From an optimization exercise on the open Yosys and OpenROAD flow, aimed at small area, a short achievable clock period and few clock cycles; shortcuts taken in it are not production practice. Function was checked by simulation only, so behaviour that the tests miss may differ from the original. Power is estimated from default activity; no workload was simulated.

### flow/design.v
package dfec_pkg;
    localparam int CFG_INDEX_W = 3;
    localparam int CFG_DATA_W  = 32;
    localparam logic [2:0]  REG_SEPARATOR  = 3'd0;
    localparam logic [2:0]  REG_TERMINATOR = 3'd1;
    localparam logic [2:0]  REG_FIELD_SEL  = 3'd2;
    localparam logic [2:0]  REG_MAX_LEN    = 3'd3;
    localparam logic [2:0]  REG_DECIMAL    = 3'd4;
    localparam logic [2:0]  REG_RANGE_MIN  = 3'd5;
    localparam logic [2:0]  REG_RANGE_MAX  = 3'd6;
    localparam logic [7:0]  SEPARATOR_RESET  = 8'd44;
    localparam logic [7:0]  TERMINATOR_RESET = 8'd10;
    localparam logic [15:0] FIELD_SEL_RESET  = 16'd0;
    localparam logic [7:0]  MAX_LEN_RESET    = 8'd32;
    localparam logic [7:0]  CHAR_PLUS  = 8'h2B;
    localparam logic [7:0]  CHAR_MINUS = 8'h2D;
    localparam logic [7:0]  CHAR_POINT = 8'h2E;
    localparam logic [7:0]  CHAR_NUL   = 8'h00;
    localparam logic [31:0] MAG_TENTH = 32'h1999_9999;
endpackage
module dfec_add #(parameter int N = 32) (
    input  logic [N-1:0] a,
    input  logic [N-1:0] b,
    input  logic         cin,
    output logic [N-1:0] s
);
    logic [N-1:0] g, p, h;
    always_comb
    begin
        g    = a & b;
        p    = a ^ b;
        h    = p;
        g[0] = g[0] | (p[0] & cin);
        for (int d = 1; d < N; d = d * 2)
            for (int i = 0; i < N; i++)
                if ((i / d) % 2 == 1)
                begin
                    g[i] = g[i] | (p[i] & g[(i / d) * d - 1]);
                    p[i] = p[i] & p[(i / d) * d - 1];
                end
        s[0] = h[0] ^ cin;
        for (int i = 1; i < N; i++)
            s[i] = h[i] ^ g[i - 1];
    end
endmodule
module dfec_cfg (
    input  logic                               clk,
    input  logic                               rst_n,
    input  logic                               cfg_we,
    input  logic [dfec_pkg::CFG_INDEX_W-1:0]   cfg_index,
    input  logic [dfec_pkg::CFG_DATA_W-1:0]    cfg_wdata,
    output logic [7:0]                         sep,
    output logic [7:0]                         term,
    output logic [15:0]                        fsel,
    output logic [7:0]                         lm1,
    output logic                               dec,
    output logic [31:0]                        rmin,
    output logic [31:0]                        rmax,
    output logic                               zero_in
);
    always_ff @(posedge clk or negedge rst_n)
    begin
        if (!rst_n)
        begin
            sep  <= dfec_pkg::SEPARATOR_RESET;
            term <= dfec_pkg::TERMINATOR_RESET;
            fsel <= dfec_pkg::FIELD_SEL_RESET;
            lm1  <= dfec_pkg::MAX_LEN_RESET - 8'd1;
            dec  <= 1'b0;
            rmin <= 32'd0;
            rmax <= 32'd0;
        end
        else if (cfg_we)
        begin
            case (cfg_index)
                dfec_pkg::REG_SEPARATOR:  sep  <= cfg_wdata[7:0];
                dfec_pkg::REG_TERMINATOR: term <= cfg_wdata[7:0];
                dfec_pkg::REG_FIELD_SEL:  fsel <= cfg_wdata[15:0];
                dfec_pkg::REG_MAX_LEN:    lm1  <= (cfg_wdata[7:0] == 8'd0) ? 8'd0 : cfg_wdata[7:0] - 8'd1;
                dfec_pkg::REG_DECIMAL:    dec  <= cfg_wdata[0];
                dfec_pkg::REG_RANGE_MIN:  rmin <= cfg_wdata;
                dfec_pkg::REG_RANGE_MAX:  rmax <= cfg_wdata;
                default: ;
            endcase
        end
    end
    assign zero_in = !dec && (rmin[31] || rmin == 32'd0) && !rmax[31];
endmodule
module dfec_parse (
    input  logic              clk,
    input  logic              rst_n,
    input  logic [7:0]        sep,
    input  logic [7:0]        term,
    input  logic [15:0]       fsel,
    input  logic [7:0]        lm1,
    input  logic              dec,
    input  logic [31:0]       rmin,
    input  logic [31:0]       rmax,
    input  logic              zero_in,
    input  logic              en,
    input  logic              data_valid,
    input  logic [7:0]        data_data_byte,
    input  logic              data_end_of_buffer,
    output logic              push_char,
    output logic              push_sum,
    output logic [7:0]        push_byte,
    output logic [7:0]        sum_len,
    output logic              sum_ovf,
    output logic              sum_nv,
    output logic              sum_ir,
    output logic              nxt_char,
    output logic              nxt_sum
);
    logic        vld_r;
    logic [7:0]  byte_r;
    logic        eob_r;
    logic        fresh_r;
    logic        done_r;
    logic [15:0] seps_r;
    logic [7:0]  chars_r;
    logic        ok_r, point_r, neg_r, nul_r, sat_r;
    logic [31:0] mag_r;
    logic        s_char_r, s_sum_r;
    logic [7:0]  s_byte_r;
    logic        proc;
    logic        done_e;
    logic [15:0] seps_e;
    logic [7:0]  chars_e;
    logic        ok_e, point_e, neg_e, nul_e, sat_e;
    logic        is_sep, is_term, active, is_char, at_lim, pos0;
    logic        is_digit, live, dig_upd;
    logic [31:0] acc, acc_a, acc_b;
    logic        mag_big;
    logic        char_n, sum_n, restart;
    logic        done_n;
    logic [15:0] seps_n;
    logic [7:0]  chars_n;
    logic        ok_n, point_n, neg_n, nul_n, sat_n;
    logic [31:0] mag_n;
    always_ff @(posedge clk or negedge rst_n)
    begin
        if (!rst_n)
            vld_r <= 1'b0;
        else if (en)
            vld_r <= data_valid;
    end
    always_ff @(posedge clk)
    begin
        if (en)
        begin
            byte_r <= data_data_byte;
            eob_r  <= data_end_of_buffer;
        end
    end
    always_comb
    begin
        proc    = en && vld_r;
        done_e  = !fresh_r && done_r;
        seps_e  = fresh_r ? 16'd0 : seps_r;
        chars_e = fresh_r ? 8'd0 : chars_r;
        ok_e    = fresh_r || ok_r;
        point_e = !fresh_r && point_r;
        neg_e   = !fresh_r && neg_r;
        nul_e   = !fresh_r && nul_r;
        sat_e   = !fresh_r && sat_r;
        is_sep  = byte_r == sep;
        is_term = byte_r == term;
        active  = fresh_r ? (fsel == 16'd0) : (!done_r && seps_r == fsel);
        at_lim  = fresh_r ? (lm1 == 8'd0) : (chars_r >= lm1);
        pos0    = fresh_r || chars_r == 8'd0;
        is_char = !done_e && !is_sep && !is_term && active;
        char_n  = is_char;
        if (done_e)
            sum_n = 1'b0;
        else if (is_sep)
            sum_n = active || eob_r;
        else if (is_term)
            sum_n = 1'b1;
        else if (active)
            sum_n = at_lim || eob_r;
        else
            sum_n = eob_r;
        restart = (is_term && (done_e || !is_sep)) || eob_r;
        is_digit = byte_r >= 8'h30 && byte_r <= 8'h39;
        live     = is_char && ok_e && !nul_e;
        dig_upd  = live && is_digit && !point_e;
        mag_big  = (mag_r > dfec_pkg::MAG_TENTH)
                   || (mag_r == dfec_pkg::MAG_TENTH && byte_r[3:0] >= 4'd6);
        ok_n    = ok_e;
        point_n = point_e;
        neg_n   = neg_e;
        nul_n   = nul_e;
        sat_n   = sat_e;
        if (fresh_r)
            mag_n = dig_upd ? {28'd0, byte_r[3:0]} : 32'd0;
        else
            mag_n = dig_upd ? acc : mag_r;
        if (dig_upd && !fresh_r && mag_big)
            sat_n = 1'b1;
        if (live && !is_digit)
        begin
            if (byte_r == dfec_pkg::CHAR_PLUS || byte_r == dfec_pkg::CHAR_MINUS)
            begin
                if (!pos0)
                    ok_n = 1'b0;
                else
                    neg_n = byte_r == dfec_pkg::CHAR_MINUS;
            end
            else if (byte_r == dfec_pkg::CHAR_POINT)
            begin
                if (!dec || pos0 || point_e)
                    ok_n = 1'b0;
                else
                    point_n = 1'b1;
            end
            else if (byte_r == dfec_pkg::CHAR_NUL)
                nul_n = 1'b1;
            else
                ok_n = 1'b0;
        end
        seps_n  = seps_e;
        chars_n = chars_e;
        done_n  = done_e;
        if (!done_e)
        begin
            if (is_sep)
            begin
                if (seps_e != 16'hFFFF)
                    seps_n = seps_e + 16'd1;
                if (active)
                    done_n = 1'b1;
            end
            else if (is_char)
            begin
                chars_n = chars_e + 8'd1;
                if (at_lim)
                    done_n = 1'b1;
            end
        end
        nxt_char = en ? (vld_r && char_n) : s_char_r;
        nxt_sum  = en ? (vld_r && sum_n) : s_sum_r;
    end
    assign acc_a = {mag_r[28:0], byte_r[3] ? 3'b111 : byte_r[2:0]};
    assign acc_b = {mag_r[30:0], byte_r[3] & byte_r[0]};
    dfec_add #(32) u_acc (
        .a   (acc_a),
        .b   (acc_b),
        .cin (byte_r[3]),
        .s   (acc)
    );
    always_ff @(posedge clk or negedge rst_n)
    begin
        if (!rst_n)
            fresh_r <= 1'b1;
        else if (proc)
            fresh_r <= restart;
    end
    always_ff @(posedge clk)
    begin
        if (proc)
        begin
            done_r  <= done_n;
            seps_r  <= seps_n;
            chars_r <= chars_n;
            ok_r    <= ok_n;
            point_r <= point_n;
            neg_r   <= neg_n;
            nul_r   <= nul_n;
            sat_r   <= sat_n;
            mag_r   <= mag_n;
        end
    end
    always_ff @(posedge clk or negedge rst_n)
    begin
        if (!rst_n)
        begin
            s_char_r <= 1'b0;
            s_sum_r  <= 1'b0;
        end
        else
        begin
            s_char_r <= nxt_char;
            s_sum_r  <= nxt_sum;
        end
    end
    always_ff @(posedge clk)
    begin
        if (en)
            s_byte_r <= byte_r;
    end
    logic        ovf;
    logic [33:0] x;
    logic [34:0] d_lo, d_hi;
    logic        lo_ok, hi_ok;
    always_comb
    begin
        ovf = chars_r > lm1;
        x    = neg_r ? ~{2'b00, mag_r} : {2'b00, mag_r};
        d_lo = {x[33], x} + {{3{~rmin[31]}}, ~rmin} + {33'd0, neg_r, !neg_r};
        d_hi = {{3{rmax[31]}}, rmax} + {~x[33], ~x} + {34'd0, !neg_r};
        lo_ok = !d_lo[34];
        hi_ok = !d_hi[34];
        push_char = en && s_char_r;
        push_sum  = en && s_sum_r;
        push_byte = s_byte_r;
        sum_len   = ovf ? 8'd0 : chars_r;
        sum_ovf   = ovf;
        sum_nv    = ovf || ok_r;
        sum_ir    = ovf ? zero_in : (!dec && ok_r && !sat_r && lo_ok && hi_ok);
    end
endmodule
module dfec_out_buf (
    input  logic              clk,
    input  logic              rst_n,
    input  logic              push_char,
    input  logic              push_sum,
    input  logic [7:0]        push_byte,
    input  logic [7:0]        sum_len,
    input  logic              sum_ovf,
    input  logic              sum_nv,
    input  logic              sum_ir,
    input  logic              nxt_char,
    input  logic              nxt_sum,
    output logic              en,
    output logic              data_ready,
    output logic              result_valid,
    input  logic              result_ready,
    output logic              result_is_summary,
    output logic [7:0]        result_field_char,
    output logic [7:0]        result_field_length,
    output logic              result_overflow,
    output logic              result_number_valid,
    output logic              result_in_range
);
    logic        ov_r, ov_o, en_o;
    logic [19:0] out_r;
    logic        s1v_r;
    logic [11:0] s1_r;
    logic [11:0] c_first, c_sum;
    logic [19:0] p_first, p_s1;
    logic        pop, ov_n, s1v_n;
    logic [19:0] out_n;
    logic [11:0] s1_n;
    logic        k0, k1, k2, h0, h1, h2, c0, c1, c2;
    logic        en_pop, en_hold, en_n;
    always_comb
    begin
        c_sum   = {1'b1, sum_len, sum_ovf, sum_nv, sum_ir};
        c_first = push_char ? {1'b0, push_byte, 3'b000} : c_sum;
        p_first = push_char ? {1'b0, push_byte, 8'd0, 3'b000}
                            : {1'b1, 8'd0, sum_len, sum_ovf, sum_nv, sum_ir};
        p_s1    = {s1_r[11], s1_r[11] ? 8'd0 : s1_r[10:3], s1_r[11] ? s1_r[10:3] : 8'd0, s1_r[2:0]};
        pop = ov_r && result_ready;
        if (pop)
        begin
            ov_n  = s1v_r || push_char || push_sum;
            out_n = s1v_r ? p_s1 : p_first;
            s1v_n = (s1v_r && (push_char || push_sum)) || (push_char && push_sum);
            s1_n  = s1v_r ? c_first : c_sum;
        end
        else
        begin
            ov_n  = ov_r || push_char || push_sum;
            out_n = ov_r ? out_r : p_first;
            s1v_n = s1v_r || (ov_r && (push_char || push_sum)) || (push_char && push_sum);
            s1_n  = s1v_r ? s1_r : (ov_r ? c_first : c_sum);
        end
        k0 = !s1v_r && !push_char && !push_sum;
        k1 = (s1v_r ^ push_char ^ push_sum) && !(s1v_r && push_char && push_sum);
        k2 = !k0 && !k1 && !(s1v_r && push_char && push_sum);
        h0 = !ov_r && k0;
        h1 = ov_r ? k0 : k1;
        h2 = ov_r ? k1 : k2;
        c0 = !nxt_char && !nxt_sum;
        c2 = nxt_char && nxt_sum;
        c1 = !c0 && !c2;
        en_pop  = c0 && (k0 || k1 || k2) || c1 && (k0 || k1) || c2 && k0;
        en_hold = c0 && (h0 || h1 || h2) || c1 && (h0 || h1) || c2 && h0;
        en_n    = pop ? en_pop : en_hold;
    end
    always_ff @(posedge clk or negedge rst_n)
    begin
        if (!rst_n)
        begin
            ov_r  <= 1'b0;
            ov_o  <= 1'b0;
            s1v_r <= 1'b0;
            en    <= 1'b1;
            en_o  <= 1'b1;
        end
        else
        begin
            ov_r  <= ov_n;
            ov_o  <= ov_n;
            s1v_r <= s1v_n;
            en    <= en_n;
            en_o  <= en_n;
        end
    end
    always_ff @(posedge clk)
    begin
        out_r <= out_n;
        s1_r  <= s1_n;
    end
    assign data_ready          = en_o;
    assign result_valid        = ov_o;
    assign result_is_summary   = out_r[19];
    assign result_field_char   = out_r[18:11];
    assign result_field_length = out_r[10:3];
    assign result_overflow     = out_r[2];
    assign result_number_valid = out_r[1];
    assign result_in_range     = out_r[0];
endmodule
module delimited_field_extract_check (
    input  logic                               clk,
    input  logic                               rst_n,
    input  logic                               cfg_we,
    input  logic [dfec_pkg::CFG_INDEX_W-1:0]   cfg_index,
    input  logic [dfec_pkg::CFG_DATA_W-1:0]    cfg_wdata,
    input  logic                               data_valid,
    output logic                               data_ready,
    input  logic [7:0]                         data_data_byte,
    input  logic                               data_end_of_buffer,
    output logic                               result_valid,
    input  logic                               result_ready,
    output logic                               result_is_summary,
    output logic [7:0]                         result_field_char,
    output logic [7:0]                         result_field_length,
    output logic                               result_overflow,
    output logic                               result_number_valid,
    output logic                               result_in_range
);
    logic [7:0]  sep, term, lm1;
    logic [15:0] fsel;
    logic        dec, zero_in;
    logic [31:0] rmin, rmax;
    logic        en;
    logic        push_char, push_sum;
    logic [7:0]  push_byte, sum_len;
    logic        sum_ovf, sum_nv, sum_ir;
    logic        nxt_char, nxt_sum;
    dfec_cfg u_cfg (
        .clk       (clk),
        .rst_n     (rst_n),
        .cfg_we    (cfg_we),
        .cfg_index (cfg_index),
        .cfg_wdata (cfg_wdata),
        .sep       (sep),
        .term      (term),
        .fsel      (fsel),
        .lm1       (lm1),
        .dec       (dec),
        .rmin      (rmin),
        .rmax      (rmax),
        .zero_in   (zero_in)
    );
    dfec_parse u_parse (
        .clk                (clk),
        .rst_n              (rst_n),
        .sep                (sep),
        .term               (term),
        .fsel               (fsel),
        .lm1                (lm1),
        .dec                (dec),
        .rmin               (rmin),
        .rmax               (rmax),
        .zero_in            (zero_in),
        .en                 (en),
        .data_valid         (data_valid),
        .data_data_byte     (data_data_byte),
        .data_end_of_buffer (data_end_of_buffer),
        .push_char          (push_char),
        .push_sum           (push_sum),
        .push_byte          (push_byte),
        .sum_len            (sum_len),
        .sum_ovf            (sum_ovf),
        .sum_nv             (sum_nv),
        .sum_ir             (sum_ir),
        .nxt_char           (nxt_char),
        .nxt_sum            (nxt_sum)
    );
    dfec_out_buf u_out_buf (
        .clk                 (clk),
        .rst_n               (rst_n),
        .push_char           (push_char),
        .push_sum            (push_sum),
        .push_byte           (push_byte),
        .sum_len             (sum_len),
        .sum_ovf             (sum_ovf),
        .sum_nv              (sum_nv),
        .sum_ir              (sum_ir),
        .nxt_char            (nxt_char),
        .nxt_sum             (nxt_sum),
        .en                  (en),
        .data_ready          (data_ready),
        .result_valid        (result_valid),
        .result_ready        (result_ready),
        .result_is_summary   (result_is_summary),
        .result_field_char   (result_field_char),
        .result_field_length (result_field_length),
        .result_overflow     (result_overflow),
        .result_number_valid (result_number_valid),
        .result_in_range     (result_in_range)
    );
endmodule
### flow/flow/run.sh
#!/bin/bash
set -euo pipefail
bash standard.sh SETUP_SLACK_MARGIN=5.5 finish > flow_standard.log 2>&1
### flow/standard.sh
#!/bin/bash
# synth_recipe.tcl (not shown) runs the flow's synth.tcl, then flattens the netlist and writes it again
# the make line also repeats each setting of config.mk as NAME=value (left out here)
make -C /OpenROAD-flow-scripts/flow DESIGN_CONFIG=/design/flow/config.mk WORK_HOME=/design/flow/orfs CLKGATE_MAP_FILE= SYNTH_SCRIPT=/design/flow/synth_recipe.tcl "${@:-finish}"
### flow/config.mk
export PLATFORM = sky130hd
export DESIGN_NAME = delimited_field_extract_check
export DESIGN_NICKNAME = delimited_field_extract_check
export VERILOG_FILES = /design/flow/design.v
export SDC_FILE = /design/flow/constraint.sdc
export NUM_CORES = 4
export LEC_CHECK = 0
export CAP_MARGIN = 20
export CORE_MARGIN = 2
export CORE_UTILIZATION = 40
export SLEW_MARGIN = 20
### flow/constraint.sdc
create_clock -name core_clock -period 8.5 [get_ports {clk}]
set_input_delay 1.7000 -clock core_clock [delete_from_list [all_inputs] [get_ports {clk}]]
set_output_delay 1.7000 -clock core_clock [all_outputs]
set_load 0.01 [all_outputs]
==> key figures, run 1 <==
Timing
  • Final setup vio count: 0
  • Final Critical Period: between 3 and 4 ns
  • Final Hold Vio Count: 0
  • Hold WS: 0.4913 ns
  • Clk_skew: around 0.025 ns
  • Fmax: roughly 310 MHz
  • Setup TNS: 0 ns
  • Max-slew violation count: 0
  • Unrepaired setup endpoints after global routing: true
  • Slew HR: around 43%
  • Final worst path period share: approximately 38%
  • Worst slew pin tran: roughly 0.85 ns

Global routing
  • Pin count of the biggest net entering global routing: 66
  • Remaining global-route overflow: 0
  • Total GRT Usage: about 19%
  • Vias in the first global route: 10296
  • First-pass GRT wire length: between 50000 and 60000 um
  • Initial antenna violation count: 0

Setup path
  • Worst EP arrival: between 3 and 4 ns
  • Crit Path Category: reg2reg
  • Crit path launch: u_parse.neg_r$_DFFE_PP_
  • Required @ worst endpoint: around 8.8 ns
  • Startpoint Class: flip-flop
  • R2r startpoint: u_parse.neg_r$_DFFE_PP_
  • CP max FO: 5
  • Critical path capture point type: flip-flop

Layout
  • Multi-input logic area: around 7700 sq um
  • Area Growth Syn to Fin: 23.61%
  • Final #Nets: between 1500 and 2000
  • Commonest non-fill, non-tap cell in the layout: ha_1
  • Sequential cell area: about 6200 sq um
  • Commonest cells after routing, fill and taps aside: ha_1, edfxtp_1, dfrtp_1
  • Finished Cell Area: between 15000 and 20000 sq um
  • Share of layout cells above drive strength 1: approximately 22%
  • Antenna cells: 0
  • Fillcell total: 2939
  • Finished Core Util: a little over 50%

Synthesis
  • Top_reg_cell synth: edfxtp_1
  • Synthesized cell area: between 10000 and 15000 sq um
  • Share of the synthesized area in the top cell type: ~24%
  • Fraction of registers with async set/reset: approximately 50%
  • Synth Area per Inst: 10.68 sq um
  • Syn nets: about 1500
  • Number of enable flip-flop cells after synthesis: 111
  • Warnings from Yosys: 4
  • Leading area contributor after synthesis: edfxtp_1
  • Synth cell types: 63
  • Yosys reg bits: roughly 220
  • Top cells by area, synth: edfxtp_1, dfrtp_1, ha_1
  • Seq/Total Area, Yosys: 44.87%
  • Gate Count Post-Synth: 1284

Power and ir drop
  • Sw Pwr: approximately 0.0026 W
  • Worst vdd ir: 0.0001562 V
  • P per Cell Area: about 380 nW/um^2
  • Pint: 0.003786 W
  • Static Leak: between 7 and 8 nW
  • Tot Pwr: between 0.006 and 0.007 W
  • Clock Power Share: ~18%
  • Comb pwr share: between 50% and 60%
  • Reg power frac: 30.7%
  • Sw frac: between 40% and 50%

Clock tree
  • Number of buffers created by CTS: 27
  • H-tree levels: 1
  • Clock Tree Root: clkbuf_16
  • Clock-pin transition on the worst setup and hold timing paths: roughly 0.060 ns
  • Max clock buf depth: 3
  • Clock Latency Late Sink: about 0.56 ns
  • Hold-fix buffers, CTS: 0
  • CTS sink cnt: between 200 and 250
  • TritonCTS clock tree: built

Route
  • Antenna-violating nets left: 0
  • Via count: just over 10000
  • Post-Route WL: 34590 um
  • DR WL/cell: around 18 um
  • Initial DRC Count: 556
  • Number of remaining DRC errors: 0
  • DRT Pass-1 Iters: 5
  • Vias/cell: approximately 5.4

Hold path
  • Hold Crit Class: reg2reg
  • Worst Min Path Start: u_cfg.lm1[4]$_DFFE_PN1P_

Floorplanning
  • Initial core utilization: 40.78%
  • Num ports: 71
  • Die ar.: between 30000 and 40000 sq um
  • Die width: between 150 and 200 um
  • Core area: 33620 sq um
  • Rows: 67
  • DIE HEIGHT: 189.1 um

Placement
  • RePlAce Congestion: between 0.8 and 0.9
  • Detailed placement HPWL: roughly 24000 um
  • Placement Cell Area: 14910 sq um
  • Port-buffer cells: 70

Run status
  • Outcome: no timing/DRC/antenna violations

Run
  • Max-capacitance violation count: 0
==> cell usage after synthesis (3+ instances only) <==
cell / instances
ha_1: 139
edfxtp_1: 111
dfrtp_1: 100
inv_1: 97
mux2_2: 97
nand2_1: 89
nor2_1: 84
o21ai_0: 73
xor2_1: 62
a21oi_1: 55
xnor2_1: 50
nand3_1: 46
nor3_1: 32
nand4_1: 28
clkbuf_1: 27
nor4_1: 25
a21o_1: 14
dfstp_2: 12
a211oi_1: 11
nor2b_1: 11
a22o_1: 10
nand2b_1: 9
o21a_1: 9
fa_1: 6
a31oi_1: 5
o211ai_1: 5
or2_2: 5
or3_1: 5
and3_1: 4
buf_2: 4
nand4b_1: 4
nor3b_1: 4
o31ai_1: 4
and2b_1: 3
clkinv_1: 3
o21bai_1: 3
==> stage by stage <==
stage	cells	setup slack, ns
2_1_floorplan	1284	5.452
3_3_place_gp	1774	4.219
3_5_place_dp	1774	4.223
4_1_cts	1858	5.279
5_1_grt	1879	5.152
6_report	1879	5.310
==> cell families after synthesis <==
family | share of synthesized area (%)
DFF | 44.87
buffers and inverters | 3.815
and+or+nand+nor | 13.22
adders and majority gates | 13.56
muxes | 8.114
xor gates and xnor gates | 7.155
AOI/OAI and AO/OA | 9.273
==> worst max-delay path, cell delays in order (launching register included) <==
cell and delay (ns):
edfxtp_1 0.41, buf_6 0.18, buf_12 0.15, xor2_4 0.19, ha_4 0.30, ha_4 0.20, a211oi_2 0.23, o21ai_1 0.10
o211ai_1 0.12, a21oi_2 0.12, nor4_4 0.31, o21ai_2 0.11, xor2_1 0.17, a31oi_1 0.23, o21ai_1 0.10
==> final cells by class <==
type | instances | area share [%]
repair buffers | 130 | 7.546
flip-flops and latches | 223 | 36.33
well taps | 448 | 3.308
multi-input cells | 928 | 45.50
inverters | 100 | 2.259
clock buffers | 30 | 4.053
clock inverters | 20 | 1.012
==> routing by layer <==
layer / GRT usage, % / part of all wire [%]
met5: 0 / 0
met4: 5.619 / 2.4
met3: 2.465 / 4.2
met2: 32.01 / 47
met1: 26.67 / 46
==> worst paths after layout <==
| path | end | slack [ns] | cells past startpoint |
|---|---|---|---|
| hold reg to reg | u_cfg.lm1[4]$_DFFE_PN1P_ | 0.49 | 2 |
| setup / recovery | u_out_buf.out_r[0]$_DFFE_PP_ | 5.31 | 14 |
| max in group asynchronous | u_out_buf.ov_r$_DFF_PN0_ | 6.00 | 2 |
| hold / removal | u_cfg.lm1[4]$_DFFE_PN1P_ | 0.49 | 2 |
| min in group asynchronous | u_cfg.rmin[14]$_DFFE_PN0P_ | 1.17 | 1 |
| setup reg to reg | u_out_buf.out_r[0]$_DFFE_PP_ | 5.31 | 14 |
==> power by group through the flow <==
stage                     Sequential, W  Combinational (W)  Clock (W)
after floorplan                 0.00186            0.00206          0
after global placement          0.00200            0.00260          0
after detailed placement        0.00200            0.00266          0
after CTS                       0.00195            0.00299    0.00114
after global routing            0.00201            0.00370    0.00118
final                           0.00196            0.00331    0.00112
==> registers in the layout (all words and copies together) (netlist names), 8 cells and up <==
signal            count
u_cfg.fsel           16
u_cfg.lm1             8
u_cfg.rmax           32
u_cfg.rmin           32
u_cfg.sep             8
u_cfg.term            8
u_out_buf.out_r      20
u_out_buf.s1_r       12
u_parse.byte_r        8
u_parse.chars_r       8
u_parse.mag_r        32
u_parse.s_byte_r      8
u_parse.seps_r       16
==> repair_timing <==
action                     CTS  global route
pin swaps                   23            40
setup buffers               30            21
cloned                       4             0
resized for setup           97            73
setup endpoints to repair  150           149
Testbench counts, summed over its fixed seeds: cycles 12,073.
==> inputs of run 2 (changes only) <==
==> flow/run.sh (new file) <==
#!/bin/bash
# synth_recipe.tcl (not shown) runs the flow's synth.tcl, then flattens the netlist and writes it again
# the make line also repeats each setting of config.mk as NAME=value (left out here)
make -C /OpenROAD-flow-scripts/flow DESIGN_CONFIG=/design/flow/config.mk WORK_HOME=/design/flow/orfs CLKGATE_MAP_FILE= SYNTH_SCRIPT=/design/flow/synth_recipe.tcl finish
--- a/flow/config.mk
+++ b/flow/config.mk
@@ -9,3 +9,4 @@
 export CORE_MARGIN = 2
 export CORE_UTILIZATION = 40
+export SETUP_SLACK_MARGIN = 5
 export SLEW_MARGIN = 20
removed: flow/flow/run.sh
removed: flow/standard.sh
==> key figures, run 2 <==
Synthesis
  • Share of the synthesized area in the top cell type: about 24%
  • Top cells by count, synth: ha_1, edfxtp_1, dfrtp_1
  • Adder-cell share of the synthesized area: between 10% and 20%
  • Fraction of registers with async set/reset: between 50% and 60%
  • Gate Count Post-Synth: between 1000 and 1500
  • Synthesized cell area: between 10000 and 15000 sq um
  • Post-synthesis simple-gate area fraction: a little over an eighth
  • Top cells by area, synth: edfxtp_1, dfrtp_1, ha_1
  • Seq/Total Area, Yosys: between 40% and 50%
  • Synth Area per Inst: between 10 and 15 sq um
  • Leading area contributor after synthesis: edfxtp_1
  • Mux cell area share after synthesis: 8.114%
  • Number of enable flip-flop cells after synthesis: ~110
  • Top_reg_cell synth: edfxtp_1
  • Count leader, synth: ha_1
  • Warnings from Yosys: 4
  • Syn nets: 1478
  • XOR/XNOR share of the synthesized area: just over 7%
  • Compound-Gate Fraction of Synth Area: under 10%
  • Largest family of logic cells by synthesized area: adder cells
  • Yosys reg bits: 223
  • Synth cell types: 63

Setup path
  • Critical path, cell by cell: clkdlybuf4s50_1
  • R2r startpoint: u_parse.fresh_r$_DFFE_PN1P_
  • Required @ worst endpoint: 6.80 ns
  • CP top delay family: flip-flops
  • Startpoint Class: flip-flop
  • Worst EP arrival: about 1.7 ns
  • Reg2reg end: u_out_buf.en$_DFF_PN1_
  • Worst path max stage delay: about 0.61 ns
  • Reg2Reg Setup Slack: 5.14 ns
  • Critical path capture point type: output port
  • CP max FO: 2
  • Reg2reg path depth: 14
  • CP max-delay cell: dfstp_4
  • Crit Path Category: reg2out
  • Worst path bufs/invs: 1

Run status
  • Outcome: no timing/DRC/antenna violations

Floorplanning
  • Initial core utilization: about two fifths
  • Die ar.: between 30000 and 40000 sq um
  • DIE HEIGHT: about 190 um
  • Die width: roughly 190 um
  • Rows: 67
  • Num ports: a little over 70
  • Core area: ~34000 sq um

Clock tree
  • H-tree levels: 1
  • Number of buffers created by CTS: 26
  • Max clock buf depth: 3
  • Clock Latency Late Sink: between 0.5 and 0.6 ns
  • Clock-pin transition on the worst setup and hold timing paths: approximately 0.060 ns
  • CTS sink cnt: between 200 and 250
  • Clock Tree Root: clkbuf_16
  • TritonCTS clock tree: built

Timing
  • Final Critical Period: ~3.4 ns
  • Final setup vio count: 0
  • Final worst path period share: between 30% and 40%
  • Clk_skew: between 0.008 and 0.009 ns
  • Slew HR: between 30 and 40%
  • Setup TNS: 0 ns
  • Worst slew pin tran: 1.012 ns
  • Max-slew violation count: 0
  • Unrepaired setup endpoints after global routing: true
  • Fmax: roughly 300 MHz
  • Final Hold Vio Count: 0

Global routing
  • First-pass GRT wire length: about 52000 um
  • Vias in the first global route: around 9800
  • Pin count of the biggest net entering global routing: 66
  • Total GRT Usage: a little under a fifth
  • Remaining global-route overflow: 0
  • Initial antenna violation count: 0

Route
  • Vias/cell: around 5.3
  • Number of remaining DRC errors: 0
  • DR WL/cell: about 18 um
  • Initial DRC Count: 560
  • Antenna-violating nets left: 0
  • DRT Pass-1 Iters: 5
  • Post-Route WL: 32250 um
  • Via count: ~9800

Run
  • Max-capacitance violation count: 0

Placement
  • RePlAce Congestion: 0.8729
  • Port-buffer cells: 70
  • # placed instances: around 1800
  • Detailed placement HPWL: 23290 um

Power and ir drop
  • P per Cell Area: 370.5 nW/um^2
  • Static Leak: approximately 6.7 nW
  • Worst vdd ir: 0.0001594 V

Layout
  • Layout Cells excl Fill: 1839
  • Final #Nets: approximately 1600
  • Antenna cells: 0
  • Largest registers: u_cfg.rmax x32, u_cfg.rmin x32, u_parse.mag_r x32
  • Area Growth Syn to Fin: 17.05%
  • Commonest cells after routing, fill and taps aside: ha_1, edfxtp_1, dfrtp_1
  • Share of layout cells above drive strength 1: between 10 and 15%
  • Commonest non-fill, non-tap cell in the layout: ha_1

Hold path
  • Hold Crit Class: reg2reg
  • Worst Hold End: u_cfg.lm1[2]$_DFFE_PN1P_
  • Worst Hold Depth: 2
  • Worst Min Path Start: u_cfg.lm1[2]$_DFFE_PN1P_
==> run 2: cell count changes in the layout (fill, tap and decap cells not counted), moves of 10 or more <==
cell,before,now
ha_1,126,139
o21ai_0,59,70
clkdlybuf4s50_1,42,69
ha_4,11,0
dlygate4sd2_1,24,0
buf_4,43,18
buf_6,12,2
xor2_1,49,59
==> run 2: worst max-delay path by stage <==
stage,endpoint,from,depth (start not counted),slack [ns]
4_1_cts,u_parse.mag_r[14]$_SDFFCE_PP0P_,u_parse.fresh_r$_DFFE_PN1P_,10,5.01
6_report,data_ready,u_out_buf.en$_DFF_PN1_,1,5.13
3_5_place_dp,u_parse.mag_r[15]$_SDFFCE_PP0P_,u_parse.fresh_r$_DFFE_PN1P_,10,4.52
3_3_place_gp,u_parse.mag_r[14]$_SDFFCE_PP0P_,u_parse.fresh_r$_DFFE_PN1P_,10,4.59
2_1_floorplan,u_parse.mag_r[0]$_DFFE_PP_,u_parse.fresh_r$_DFFE_PN1P_,10,5.03
5_1_grt,u_out_buf.en$_DFF_PN1_,u_parse.fresh_r$_DFFE_PN1P_,14,4.83
==> run 2: tightest hold or removal path, cell delays in order, from the launching register on <==
cell	delay, ns
dfstp_2	0.37
nand2_1	0.04
o21ai_0	0.07
==> run 2: logic make-up (layout without fill, tap and decap cells) <==
group | after synthesis | after routing
AOI/OAI and AO/OA | 208 | 208
xor gates and xnor gates | 112 | 112
adders and majority gates | 145 | 145
buffers and inverters | 134 | 241
DFF | 223 | 223
muxes | 99 | 99
and+or+nand+nor | 363 | 363
==> run 2: cell type report <==
| cell class | count | area, sq um |
|---|---|---|
| clock buffers | 40 | 829.5 |
| clock inverters | 8 | 76.32 |
| fillers | 3059 | 17570 |
| inverters | 100 | 375.4 |
| multi-input cells | 927 | 7122 |
| flip-flops and latches | 223 | 6155 |
| well taps | 448 | 560.5 |
| repair buffers | 93 | 928.4 |
==> run 2: where the power goes <==
group	switching, W	internal [W]
logic	0.00154	0.00129
clock network	0.000454	0.000704
registers	0.000365	0.00159
total	0.00236	0.00358
==> run 2: what timing repair did <==
action	in CTS	in global routing
pin swaps	0	4
buffers inserted	2	11
endpoints found under the setup margin	40	50
cloned	0	1
gates resized for setup	6	20
hold buffers	0	0
==> run 2: through the flow <==
step	util [%]	hold slack (ns)	total power, W	cell area, sq um	worst slack (ns)
6_report	47.74	0.4937	0.005946	16050	5.131
5_1_grt	47.74	0.5247	0.006485	16050	4.829
4_1_cts	47.14	0.4987	0.005884	15850	5.011
3_5_place_dp	44.31	0.4883	0.004668	14900	4.525
3_3_place_gp	44.31	0.4731	0.004606	14900	4.592
2_1_floorplan	-	0.4206	0.003906	13710	5.031
==> run 2: layer usage <==
| layer | track usage (%) | share of wire [%] | vias up |
|---|---|---|---|
| met5 | 0 | 0 | - |
| met4 | 3.816 | 1.8 | 0 |
| met3 | 2.391 | 4.0 | 38 |
| met2 | 30.32 | 47 | 189 |
| met1 | 24.85 | 47 | 4719 |
| li1 | - | - | 4813 |
==> inputs of run 3 (changes only) <==
==> flow/flow/run.sh (new file) <==
#!/bin/bash
set -euo pipefail
bash standard.sh "BUFFER_PORTS_ARGS=-buffer_cell sky130_fd_sc_hd__buf_2" finish > flow_standard.log 2>&1
==> flow/standard.sh (new file) <==
#!/bin/bash
# synth_recipe.tcl (not shown) runs the flow's synth.tcl, then flattens the netlist and writes it again
# the make line also repeats each setting of config.mk as NAME=value (left out here)
make -C /OpenROAD-flow-scripts/flow DESIGN_CONFIG=/design/flow/config.mk WORK_HOME=/design/flow/orfs CLKGATE_MAP_FILE= SYNTH_SCRIPT=/design/flow/synth_recipe.tcl "${@:-finish}"
--- a/flow/config.mk
+++ b/flow/config.mk
@@ -8,5 +8,7 @@
 export CAP_MARGIN = 20
 export CORE_MARGIN = 2
-export CORE_UTILIZATION = 40
+export CORE_UTILIZATION = 70
+export CTS_CLUSTER_DIAMETER = 150
+export CTS_CLUSTER_SIZE = 25
 export SETUP_SLACK_MARGIN = 5
 export SLEW_MARGIN = 20
removed: flow/run.sh
==> key figures, run 3 <==
Route
  • Initial DRC Count: between 600 and 700
  • Post-Route WL: 30240 um
  • DRT Pass-1 Iters: 5
  • Number of remaining DRC errors: 0
  • DR WL/cell: ~19 um
  • Antenna-violating nets left: 0
  • Via count: about 9900
  • Vias/cell: between 6 and 7

Floorplanning
  • Rows: about 50
  • Initial core utilization: a little under three quarters
  • Die ar.: just over 20000 sq um
  • Num ports: 71
  • DIE HEIGHT: approximately 140 um
  • Core area: roughly 19000 sq um
  • Die width: approximately 140 um

Timing
  • Final Hold Vio Count: 0
  • Unrepaired setup endpoints after global routing: true
  • Max-slew violation count: 0
  • Slew HR: between 20% and 30%
  • Final worst path period share: between 40% and 50%
  • Final Critical Period: 3.401 ns
  • Worst slew pin tran: between 1 and 1.5 ns
  • Clk_skew: roughly 0.021 ns
  • Setup TNS: 0 ns
  • Final setup vio count: 0
  • Hold WS: 0.4924 ns
  • Fmax: about 290 MHz

Layout
  • Fillcell total: 1372
  • Commonest cells after routing, fill and taps aside: ha_1, edfxtp_1, dfrtp_1
  • Final #Nets: between 1500 and 2000
  • Largest registers: u_cfg.rmax x32, u_cfg.rmin x32, u_parse.mag_r x32
  • Finished Cell Area: 14920 sq um
  • Share of layout cells above drive strength 1: ~18%
  • Commonest non-fill, non-tap cell in the layout: ha_1
  • Area Growth Syn to Fin: 8.835%

Synthesis
  • Yosys reg bits: roughly 220
  • Warnings from Yosys: 4
  • Count leader, synth: ha_1
  • Synth Area per Inst: between 10 and 15 sq um
  • Syn nets: between 1000 and 1500
  • Number of enable flip-flop cells after synthesis: between 100 and 150
  • Synth cell types: 63
  • Share of the synthesized area in the top cell type: approximately 24%
  • Synthesized cell area: roughly 14000 sq um
  • Top cells by count, synth: ha_1, edfxtp_1, dfrtp_1
  • Gate Count Post-Synth: ~1300
  • Top_reg_cell synth: edfxtp_1
  • Fraction of registers with async set/reset: roughly half
  • Top cells by area, synth: edfxtp_1, dfrtp_1, ha_1
  • Leading area contributor after synthesis: edfxtp_1
  • Seq/Total Area, Yosys: ~45%

Clock tree
  • CTS sink cnt: around 220
  • Clock Latency Late Sink: around 0.48 ns
  • Max clock buf depth: 3
  • Number of buffers created by CTS: 12
  • Hold-fix buffers, CTS: 0
  • Clock-pin transition on the worst setup and hold timing paths: approximately 0.11 ns
  • Clock Tree Root: clkbuf_16
  • H-tree levels: 1
  • TritonCTS clock tree: built

Run
  • Max-capacitance violation count: 0

Placement
  • RePlAce Congestion: roughly 0.9
  • Placement Cell Area: about 14000 sq um
  • Port-buffer cells: 70
  • Detailed placement HPWL: around 22000 um

Global routing
  • Total GRT Usage: between 20% and 30%
  • First-pass GRT wire length: approximately 50000 um
  • Remaining global-route overflow: 0
  • Initial antenna violation count: 2
  • Vias in the first global route: about 9600
  • Pin count of the biggest net entering global routing: 75

Power and ir drop
  • Worst vdd ir: 0.0002664 V
  • P per Cell Area: approximately 360 nW/um^2
  • Static Leak: 6.430 nW

Setup path
  • Worst path bufs/invs: 2
  • CP max-delay cell: or4_1
  • Required @ worst endpoint: 8.73 ns
  • Reg2Reg Setup Slack: roughly 5 ns
  • CP top delay family: compound AO/OA/AOI/OAI gates
  • Crit Path Category: reg2reg
  • Crit-path most repeated cell: a31oi_1
  • Worst path max stage delay: about 0.5 ns
  • Critical path, cell by cell: buf_4 -> xor2_2 -> inv_1 -> ha_1 -> or4_1 -> a21oi_1 -> o21ai_1 -> a211oi_2 -> nor3_2 -> o31ai_2 -> a31oi_1 -> a31oi_1 -> o21ai_0
  • CP max FO: 5
  • Critical path capture point type: flip-flop
  • Startpoint Class: flip-flop
  • Worst EP arrival: roughly 3.6 ns

Hold path
  • Hold Crit Class: reg2reg

Run status
  • Outcome: no timing/DRC/antenna violations
run 3: cell types whose count changed in the layout (fill, tap and decap cells not counted), moves of 2 or more:
cell / previous run / this run
clkbuf_16: 32 / 13
xor2_2: 3 / 5
a21oi_1: 52 / 55
clkinv_2: 3 / 0
a211oi_2: 1 / 3
clkinv_1: 5 / 2
buf_2: 0 / 69
buf_6: 2 / 4
xor2_1: 59 / 57
clkdlybuf4s50_1: 69 / 0
a211oi_1: 10 / 8
a21oi_2: 3 / 0
run 3: metrics by stage:
step / util (%) / power [W] / std cells / setup slack [ns]
after floorplan: - / 0.003906 / 1284 / 5.031
after global placement: 73.95 / 0.004490 / 1591 / 4.715
after detailed placement: 73.95 / 0.004588 / 1591 / 4.599
after CTS: 76.17 / 0.005260 / 1617 / 4.999
after global routing: 77.17 / 0.005836 / 1629 / 4.950
final: 77.17 / 0.005371 / 1629 / 5.099
run 3: area by class of cell:
| type | instances | area, sq um | share of cell area, % |
|---|---|---|---|
| Timing Repair Buffer | 93 | 553.0 | 3.706 |
| Clock buffer | 20 | 361.6 | 2.423 |
| Inverter | 100 | 379.1 | 2.541 |
| Multi-Input combinational cell | 927 | 7142 | 47.87 |
| Sequential cell | 223 | 6151 | 41.22 |
| Antenna cell | 1 | 2.502 | 0.01677 |
| Tap cell | 265 | 331.6 | 2.222 |
run 3: repair_timing:
item / in CTS / in global routing
gates resized for setup: 2 / 20
endpoints found under the hold margin: 0 / 0
endpoints found under the setup margin: 36 / 41
buffers inserted: 6 / 11
pin swaps: 0 / 8
run 3: per-layer routing:
| layer | track usage (%) | part of all wire, % | up-vias |
|---|---|---|---|
| met5 | 0 | 0.043 | - |
| met4 | 7.379 | 1.9 | 2 |
| met3 | 4.165 | 5.3 | 42 |
| met2 | 48.65 | 47 | 274 |
| met1 | 41.95 | 46 | 4835 |
| li1 | - | - | 4770 |
run 3: worst min-delay path, cell delays in order (launching register included):
cell     delay (ns)
dfstp_2        0.38
nand2_1        0.04
o21ai_0        0.07
run 3: final timing paths:
| path | from | to | cells past startpoint |
|---|---|---|---|
| max | u_parse.neg_r$_DFFE_PP_ | u_out_buf.out_r[0]$_DFFE_PP_ | 13 |
| min | u_cfg.lm1[2]$_DFFE_PN1P_ | u_cfg.lm1[2]$_DFFE_PN1P_ | 2 |
| max reg2reg | u_parse.neg_r$_DFFE_PP_ | u_out_buf.out_r[0]$_DFFE_PP_ | 13 |
| min reg2reg | u_cfg.lm1[2]$_DFFE_PN1P_ | u_cfg.lm1[2]$_DFFE_PN1P_ | 2 |
| max in group asynchronous | rst_n | u_cfg.sep[6]$_DFFE_PN0P_ | 2 |
| min in group asynchronous | rst_n | u_cfg.rmax[19]$_DFFE_PN0P_ | 1 |
run 3: cells by family after synthesis:
logic type               count (synthesis)  synth area share, %
AO/OA/AOI/OAI                          208                9.273
flip-flops                             223                44.87
XOR/XNOR                               112                7.155
buffers and inverters                  134                3.815
adder cells (fa/ha/maj)                145                13.56
multiplexers                            99                8.114
AND/OR/NAND/NOR                        363                13.22
run 3: power by group:
group	leakage, nW	internal (W)	switching (W)
Clock	0.174	0.000295	0.000335
Sequential	2.46	0.00159	0.000389
Combinational	3.80	0.00124	0.00152
Total	6.43	0.00313	0.00224
==> inputs of run 4 (changes only) <==
==> flow/flow/run.sh (replaced) <==
#!/bin/bash
set -euo pipefail
bash standard.sh "BUFFER_PORTS_ARGS=-buffer_cell sky130_fd_sc_hd__buf_2" SETUP_SLACK_MARGIN=5.3 finish > flow_standard.log 2>&1
--- a/flow/config.mk
+++ b/flow/config.mk
@@ -6,4 +6,5 @@
 export NUM_CORES = 4
 export LEC_CHECK = 0
+export ABC_AREA = 1
 export CAP_MARGIN = 20
 export CORE_MARGIN = 2
==> key figures, run 4 <==
Run status
  • Outcome: no timing/DRC/antenna violations

Clock tree
  • Hold-fix buffers, CTS: 0
  • Clock-pin transition on the worst setup and hold timing paths: around 0.10 ns
  • TritonCTS clock tree: built
  • Max clock buf depth: 3
  • CTS sink cnt: 223
  • H-tree levels: 1
  • Clock Latency Late Sink: ~0.48 ns
  • Number of buffers created by CTS: 12
  • Clock Tree Root: clkbuf_16

Route
  • DRT Pass-1 Iters: 5
  • Number of remaining DRC errors: 0
  • Antenna-violating nets left: 0
  • Vias/cell: around 5.7
  • Via count: about 11000
  • Initial DRC Count: 943
  • WL met1: 14800 um
  • Met3 WL: 2025 um
  • Post-Route WL: about 33000 um
  • Wire length on met2: approximately 15000 um
  • Top sig layer: met4
  • DR WL/cell: ~16 um

Global routing
  • First-pass GRT wire length: ~53000 um
  • Remaining global-route overflow: 0
  • Pin count of the biggest net entering global routing: 69
  • Vias in the first global route: about 11000
  • Total GRT Usage: between 30% and 40%
  • Initial antenna violation count: 0

Synthesis
  • Number of enable flip-flop cells after synthesis: about 110
  • Seq/Total Area, Yosys: a little over two fifths
  • Gate Count Post-Synth: ~1700
  • Mux cell area share after synthesis: 0.07898%
  • Adder-cell share of the synthesized area: a little over an eighth
  • Count leader, synth: nand2_1
  • Top_reg_cell synth: edfxtp_1
  • Top cells by count, synth: nand2_1, inv_1, o21ai_0
  • Warnings from Yosys: 4
  • Leading area contributor after synthesis: edfxtp_1
  • Synth cell types: 57
  • XOR/XNOR share of the synthesized area: approximately 4.7%
  • Post-synthesis simple-gate area fraction: 20.10%
  • Share of the synthesized area in the top cell type: a little under a quarter
  • Fraction of registers with async set/reset: roughly half
  • Syn nets: between 1500 and 2000
  • Compound-Gate Fraction of Synth Area: between 10% and 20%
  • Yosys reg bits: approximately 220
  • Synth Area per Inst: approximately 8.6 sq um
  • Largest family of logic cells by synthesized area: simple AND/OR/NAND/NOR gates
  • Synthesized cell area: between 10000 and 15000 sq um
  • Top cells by area, synth: edfxtp_1, dfrtp_1, ha_1

Power and ir drop
  • P per Cell Area: around 350 nW/um^2
  • Static Leak: 7.428 nW
  • Clock Power Share: between 10% and 20%
  • Worst vdd ir: between 0.0002 and 0.0003 V
  • Sw Pwr: approximately 0.0024 W
  • Reg power frac: around a third
  • Comb pwr share: between 50% and 60%
  • Tot Pwr: roughly 0.0054 W
  • Sw frac: 44.00%
  • Pint: about 0.003 W

Floorplanning
  • Rows: 52
  • Die ar.: 21530 sq um
  • DIE HEIGHT: 146.7 um
  • Core area: between 20000 and 25000 sq um
  • Die width: approximately 150 um
  • Initial core utilization: a little under three quarters
  • Num ports: 71

Setup path
  • Critical path capture point type: output port
  • CP max FO: 13
  • Worst path bufs/invs: 1
  • Worst EP arrival: about 1.4 ns
  • CP max-delay cell: dfstp_4
  • Crit Path Category: reg2out
  • Startpoint Class: flip-flop
  • Required @ worst endpoint: around 6.8 ns
  • Critical path, cell by cell: buf_2
  • CP top delay family: flip-flops
  • Worst path max stage delay: between 0.7 and 0.8 ns

Timing
  • Slew HR: ~34%
  • Final setup vio count: 0
  • Setup TNS: 0 ns
  • Final worst path period share: 36.00%
  • Fmax: approximately 330 MHz
  • Max-slew violation count: 0
  • Final Hold Vio Count: 0
  • Worst slew pin tran: 0.9877 ns
  • Clk_skew: roughly 0.021 ns
  • Final Critical Period: 3.060 ns
  • Final WS setup: 5.440 ns
  • Unrepaired setup endpoints after global routing: false

Layout
  • Largest registers: u_cfg.rmax x32, u_cfg.rmin x32, u_parse.mag_r x32
  • Share of layout cells above drive strength 1: 11.90%
  • Final #Nets: approximately 1900
  • Fillcell total: between 1000 and 1500
  • Commonest cells after routing, fill and taps aside: nand2_1, inv_1, ha_1
  • Sequential cell area: ~6000 sq um
  • Antenna cells: 0
  • Area Growth Syn to Fin: 8.881%
  • Multi-input logic area: 7131 sq um
  • Finished Core Util: 77.22%
  • Commonest non-fill, non-tap cell in the layout: nand2_1

Placement
  • RePlAce Congestion: approximately 0.90
  • Pre-CTS WS: 4.497 ns
  • Port-buffer cells: 70
  • Detailed placement HPWL: roughly 24000 um

Hold path
  • Hold Crit Class: reg2reg

Run
  • Max-capacitance violation count: 0
-- run 4: cell types whose count changed in the layout (fill, tap and decap cells not counted), sizes merged, moves of 11 or more --
cell / change
nor2: +55
nand2: +264
inv: +150
a21o: -13
o21ai: +74
o22ai: +37
mux2: -96
nand3: +11
xor2: -27
a21oi: +28
-- run 4: cell type report --
type	count	share of cell area (%)
Clock buffer	20	2.329
Inverter	250	6.093
Multi-Input combinational cell	1149	45.93
Sequential cell	223	39.65
Tap cell	270	2.176
Timing Repair Buffer	89	3.820
-- run 4: routing by layer --
layer | track usage, % | up-vias
met5 | 0 | -
met4 | 6.699 | 0
met3 | 3.820 | 45
met2 | 49.60 | 369
met1 | 43.53 | 5408
li1 | - | 5639
-- run 4: what timing repair did --
action | 4_1_cts | 5_1_grt
pin swaps | 1 | 7
gates resized for setup | 6 | 25
endpoints found under the setup margin | 45 | 55
setup buffers | 0 | 11
gates cloned | 1 | 3
-- run 4: per-stage QoR --
step / instances / hold WS (ns) / instance area [sq um]
after floorplan: 1659 / 0.4206 / 14260
after global placement: 1965 / 0.4584 / 14820
after detailed placement: 1965 / 0.4717 / 14820
after CTS: 1986 / 0.4943 / 15210
after global routing: 2001 / 0.5067 / 15520
final: 2001 / 0.4871 / 15520
-- run 4: path summary, 6_finish.rpt --
check | startpoint | endpoint | cells after the start | slack, ns
setup / recovery | u_out_buf.en$_DFF_PN1_ | data_ready | 1 | 5.44
hold / removal | u_parse.vld_r$_DFFE_PN0P_ | u_parse.vld_r$_DFFE_PN0P_ | 2 | 0.49
setup reg to reg | u_parse.neg_r$_DFFE_PP_ | u_out_buf.s1_r[0]$_DFFE_PP_ | 16 | 5.44
hold reg to reg | u_parse.vld_r$_DFFE_PN0P_ | u_parse.vld_r$_DFFE_PN0P_ | 2 | 0.49
max in group asynchronous | rst_n | u_out_buf.ov_r$_DFF_PN0_ | 2 | 5.96
min in group asynchronous | rst_n | u_cfg.rmax[19]$_DFFE_PN0P_ | 1 | 1.21
-- run 4: power groups by stage --
stage	clock, W	combinational, W	sequential [W]
6_report	0.000638	0.00284	0.00190
5_1_grt	0.000684	0.00326	0.00193
4_1_cts	0.000644	0.00266	0.00189
3_5_place_dp	0	0.00262	0.00191
3_3_place_gp	0	0.00250	0.00190
2_1_floorplan	0	0.00205	0.00182
-- run 4: logic make-up (layout without fill, tap and decap cells) --
kind of cell / Yosys count / after routing
simple gates: 638 / 638
buf+inv: 288 / 359
compound gates: 287 / 288
flops: 223 / 223
fa+ha+maj: 145 / 145
xor+xnor: 77 / 77
mux: 1 / 1
==> inputs of run 5 (changes only) <==
--- a/flow/design.v
+++ b/flow/design.v
@@ -334,11 +334,10 @@
 );
     logic        ov_r, ov_o, en_o;
-    logic [19:0] out_r;
+    logic [11:0] out_r;
     logic        s1v_r;
     logic [11:0] s1_r;
     logic [11:0] c_first, c_sum;
-    logic [19:0] p_first, p_s1;
     logic        pop, ov_n, s1v_n;
-    logic [19:0] out_n;
+    logic [11:0] out_n;
     logic [11:0] s1_n;
     logic        k0, k1, k2, h0, h1, h2, c0, c1, c2;
@@ -348,12 +347,9 @@
         c_sum   = {1'b1, sum_len, sum_ovf, sum_nv, sum_ir};
         c_first = push_char ? {1'b0, push_byte, 3'b000} : c_sum;
-        p_first = push_char ? {1'b0, push_byte, 8'd0, 3'b000}
-                            : {1'b1, 8'd0, sum_len, sum_ovf, sum_nv, sum_ir};
-        p_s1    = {s1_r[11], s1_r[11] ? 8'd0 : s1_r[10:3], s1_r[11] ? s1_r[10:3] : 8'd0, s1_r[2:0]};
         pop = ov_r && result_ready;
         if (pop)
         begin
             ov_n  = s1v_r || push_char || push_sum;
-            out_n = s1v_r ? p_s1 : p_first;
+            out_n = s1v_r ? s1_r : c_first;
             s1v_n = (s1v_r && (push_char || push_sum)) || (push_char && push_sum);
             s1_n  = s1v_r ? c_first : c_sum;
@@ -362,5 +358,5 @@
         begin
             ov_n  = ov_r || push_char || push_sum;
-            out_n = ov_r ? out_r : p_first;
+            out_n = ov_r ? out_r : c_first;
             s1v_n = s1v_r || (ov_r && (push_char || push_sum)) || (push_char && push_sum);
             s1_n  = s1v_r ? s1_r : (ov_r ? c_first : c_sum);
@@ -405,7 +401,7 @@
     assign data_ready          = en_o;
     assign result_valid        = ov_o;
-    assign result_is_summary   = out_r[19];
-    assign result_field_char   = out_r[18:11];
-    assign result_field_length = out_r[10:3];
+    assign result_is_summary   = out_r[11];
+    assign result_field_char   = out_r[11] ? 8'd0 : out_r[10:3];
+    assign result_field_length = out_r[11] ? out_r[10:3] : 8'd0;
     assign result_overflow     = out_r[2];
     assign result_number_valid = out_r[1];
==> key figures, run 5 <==
Layout
  • Area Growth Syn to Fin: 8.099%
  • Fillcell total: between 1000 and 1500
  • Finished Core Util: 76.75%
  • Commonest cells after routing, fill and taps aside: nand2_1, inv_1, nor2_1
  • Antenna cells: 0
  • Largest registers: u_cfg.rmax x32, u_cfg.rmin x32, u_parse.mag_r x32
  • Share of layout cells above drive strength 1: between 10 and 15%
  • Commonest non-fill, non-tap cell in the layout: nand2_1
  • Final #Nets: just under 2000

Timing
  • Worst slew pin tran: roughly 0.99 ns
  • Slew HR: 33.94%
  • Final Hold Vio Count: 0
  • Max-slew violation count: 0
  • Final WS setup: between 5 and 6 ns
  • Final Critical Period: 3.097 ns
  • Setup TNS: 0 ns
  • Final worst path period share: 36.43%
  • Fmax: between 300 and 400 MHz
  • Clk_skew: around 0.026 ns
  • Final setup vio count: 0
  • Unrepaired setup endpoints after global routing: true

Clock tree
  • Max clock buf depth: 3
  • Number of buffers created by CTS: 12
  • Hold-fix buffers, CTS: 0
  • H-tree levels: 1
  • Clock Tree Root: clkbuf_16
  • Clock Latency Late Sink: 0.50 ns
  • Clock-pin transition on the worst setup and hold timing paths: about 0.10 ns
  • CTS sink cnt: 215
  • TritonCTS clock tree: built

Synthesis
  • Synth cell types: 60
  • Mux cell area share after synthesis: less than 1%
  • Adder-cell share of the synthesized area: about an eighth
  • Count leader, synth: nand2_1
  • Share of the synthesized area in the top cell type: a little over a fifth
  • Syn nets: ~1900
  • Gate Count Post-Synth: approximately 1700
  • Synthesized cell area: 14320 sq um
  • Fraction of registers with async set/reset: a little over half
  • Compound-Gate Fraction of Synth Area: 11.15%
  • Top cells by count, synth: nand2_1, inv_1, nor2_1
  • Leading area contributor after synthesis: edfxtp_1
  • Synth Area per Inst: 8.258 sq um
  • XOR/XNOR share of the synthesized area: under 10%
  • Largest family of logic cells by synthesized area: simple AND/OR/NAND/NOR gates
  • Post-synthesis simple-gate area fraction: 21.60%
  • Yosys reg bits: 215
  • Top cells by area, synth: edfxtp_1, dfrtp_1, ha_1
  • Warnings from Yosys: 4
  • Number of enable flip-flop cells after synthesis: 103
  • Top_reg_cell synth: edfxtp_1
  • Seq/Total Area, Yosys: 41.28%

Power and ir drop
  • P per Cell Area: about 350 nW/um^2
  • Tot Pwr: between 0.005 and 0.006 W
  • Worst vdd ir: roughly 0.00026 V
  • Static Leak: 7.493 nW

Placement
  • Detailed placement HPWL: approximately 26000 um
  • RePlAce Congestion: a little over 0.9
  • Pre-CTS WS: between 4 and 5 ns
  • Port-buffer cells: 70

Floorplanning
  • Core area: between 20000 and 25000 sq um
  • Num ports: between 70 and 80
  • Die width: 147.0 um
  • Die ar.: ~22000 sq um
  • DIE HEIGHT: roughly 150 um
  • Rows: 52
  • Initial core utilization: 71.00%

Setup path
  • Critical path, cell by cell: buf_2
  • Reg2reg path depth: 14
  • Worst EP arrival: approximately 1.4 ns
  • WP depth: 1
  • Worst path bufs/invs: 1
  • R2r startpoint: u_parse.neg_r$_DFFE_PP_
  • Worst Setup EP: data_ready
  • CP top delay family: flip-flops
  • Worst path max stage delay: ~0.73 ns
  • Required @ worst endpoint: 6.80 ns
  • Crit Path Category: reg2out
  • Reg2reg end: u_out_buf.s1_r[0]$_DFFE_PP_
  • Startpoint Class: flip-flop
  • CP max-delay cell: dfstp_4
  • CP max FO: 13
  • Crit path launch: u_out_buf.en$_DFF_PN1_
  • Reg2Reg Setup Slack: ~5.4 ns
  • Critical path capture point type: output port

Run
  • Max-capacitance violation count: 0

Global routing
  • Pin count of the biggest net entering global routing: 77
  • First-pass GRT wire length: roughly 57000 um
  • Remaining global-route overflow: 0
  • Total GRT Usage: approximately 33%
  • Initial antenna violation count: 0
  • Vias in the first global route: roughly 11000

Route
  • Number of remaining DRC errors: 0
  • Vias/cell: between 5 and 6
  • Initial DRC Count: slightly below 1000
  • Via count: around 12000
  • Antenna-violating nets left: 0
  • DRT Pass-1 Iters: 5
  • Post-Route WL: 35590 um
  • DR WL/cell: ~17 um

Hold path
  • Hold Crit Class: reg2reg

Run status
  • Outcome: no timing/DRC/antenna violations
[run 5: worst min-delay path by stage]
| stage | startpoint | end | slack, ns | cells after the start |
|---|---|---|---|---|
| after floorplan | u_parse.byte_r[1]$_DFFE_PP_ | u_parse.s_byte_r[1]$_DFFE_PP_ | 0.42 | 0 |
| after global routing | u_cfg.sep[2]$_DFFE_PN1P_ | u_cfg.sep[2]$_DFFE_PN1P_ | 0.53 | 2 |
| final | u_cfg.rmax[25]$_DFFE_PN0P_ | u_cfg.rmax[25]$_DFFE_PN0P_ | 0.51 | 2 |
| after global placement | u_cfg.rmax[9]$_DFFE_PN0P_ | u_cfg.rmax[9]$_DFFE_PN0P_ | 0.48 | 2 |
| after detailed placement | u_cfg.rmax[25]$_DFFE_PN0P_ | u_cfg.rmax[25]$_DFFE_PN0P_ | 0.48 | 2 |
| after CTS | u_cfg.sep[5]$_DFFE_PN1P_ | u_cfg.sep[5]$_DFFE_PN1P_ | 0.51 | 2 |
[run 5: cell families after synthesis]
| kind of cell | count (synthesis) |
|---|---|
| AOI/OAI and AO/OA | 294 |
| xor gates and xnor gates | 78 |
| adders and majority gates | 145 |
| buffers and inverters | 296 |
| DFF | 215 |
| muxes | 3 |
| and+or+nand+nor | 703 |
[run 5: report_power, final]
group / switching [W] / internal (W) / total (W)
logic: 0.00175 / 0.00111 / 0.00287
clock network: 0.000356 / 0.000289 / 0.000646
registers: 0.000350 / 0.00153 / 0.00188
[run 5: per-layer routing]
layer	share of wire, %	up-vias	global-route usage (%)
met5	0	-	0
met4	2.2	0	7.356
met3	7.9	59	4.534
met2	44	448	51.17
met1	46	5705	50.26
li1	-	5810	-
[run 5: cell type report]
class,instances,area [sq um],share of cell area (%)
sequential,215,5914,38.21
tap,270,337.8,2.182
multi-input combinational,1224,7397,47.79
inverter,257,968.4,6.256
timing repair buffer,85,503.0,3.249
clock buffer,19,347.8,2.247
clock inverter,1,11.26,0.07275
[run 5: per-stage QoR]
| step | area, sq um | hold WS [ns] | instances |
|---|---|---|---|
| final | 15480 | 0.5079 | 2071 |
| after global routing | 15480 | 0.5307 | 2071 |
| after CTS | 15270 | 0.5083 | 2062 |
| after detailed placement | 14880 | 0.4833 | 2040 |
| after global placement | 14880 | 0.4761 | 2040 |
| after floorplan | 14320 | 0.4206 | 1734 |
[run 5: repair_timing]
action,4_1_cts,5_1_grt
setup endpoints to repair,36,47
resized for setup,3,18
pin swaps,1,3
cloned,1,0
setup buffers,1,9
Testbench counts of run 5, summed over its fixed seeds: cycles 12,073.

## afterwards: timing with drivers on the ports
How much do the figures lean on ideal ports? The routed layouts below were timed once more, with nothing changed but the port constraints. Step 1 assumes that a clkbuf_16 drives the clock port and a buf_2 every other input. Step 2, shift: input delay + t, output delay - t, t = (earliest + latest rising clock arrival at the registers) / 2. This alone moves slack from input paths to output paths. Three values: ideal, step 1, step 2; two values: the first two.
run | t (ns) | setup slack, ns | worst setup path at the end | slew at the worst register clock pin (ns) | pins driven straight from the clock port
run 1 | 0.597 | 5.310 / 5.310 / 5.011 | input to register | 0.06 / 0.06 | 1
run 2 | 0.583 | 5.131 / 5.081 / 4.609 | input to register | 0.06 / 0.06 | 1
run 3 | 0.522 | 5.099 / 5.099 / 4.931 | input to register | 0.11 / 0.11 | 1
run 4 | 0.522 | 5.440 / 5.390 / 4.968 | input to register | 0.11 / 0.11 | 1
run 5 | 0.536 | 5.403 / 5.353 / 5.128 | input to register | 0.11 / 0.11 | 1
After both steps setup and hold are still met in every run listed. For run 2, which loses most, drivers alone change the setup slack by -0.050 ns; drivers and shift together by -0.522 ns.
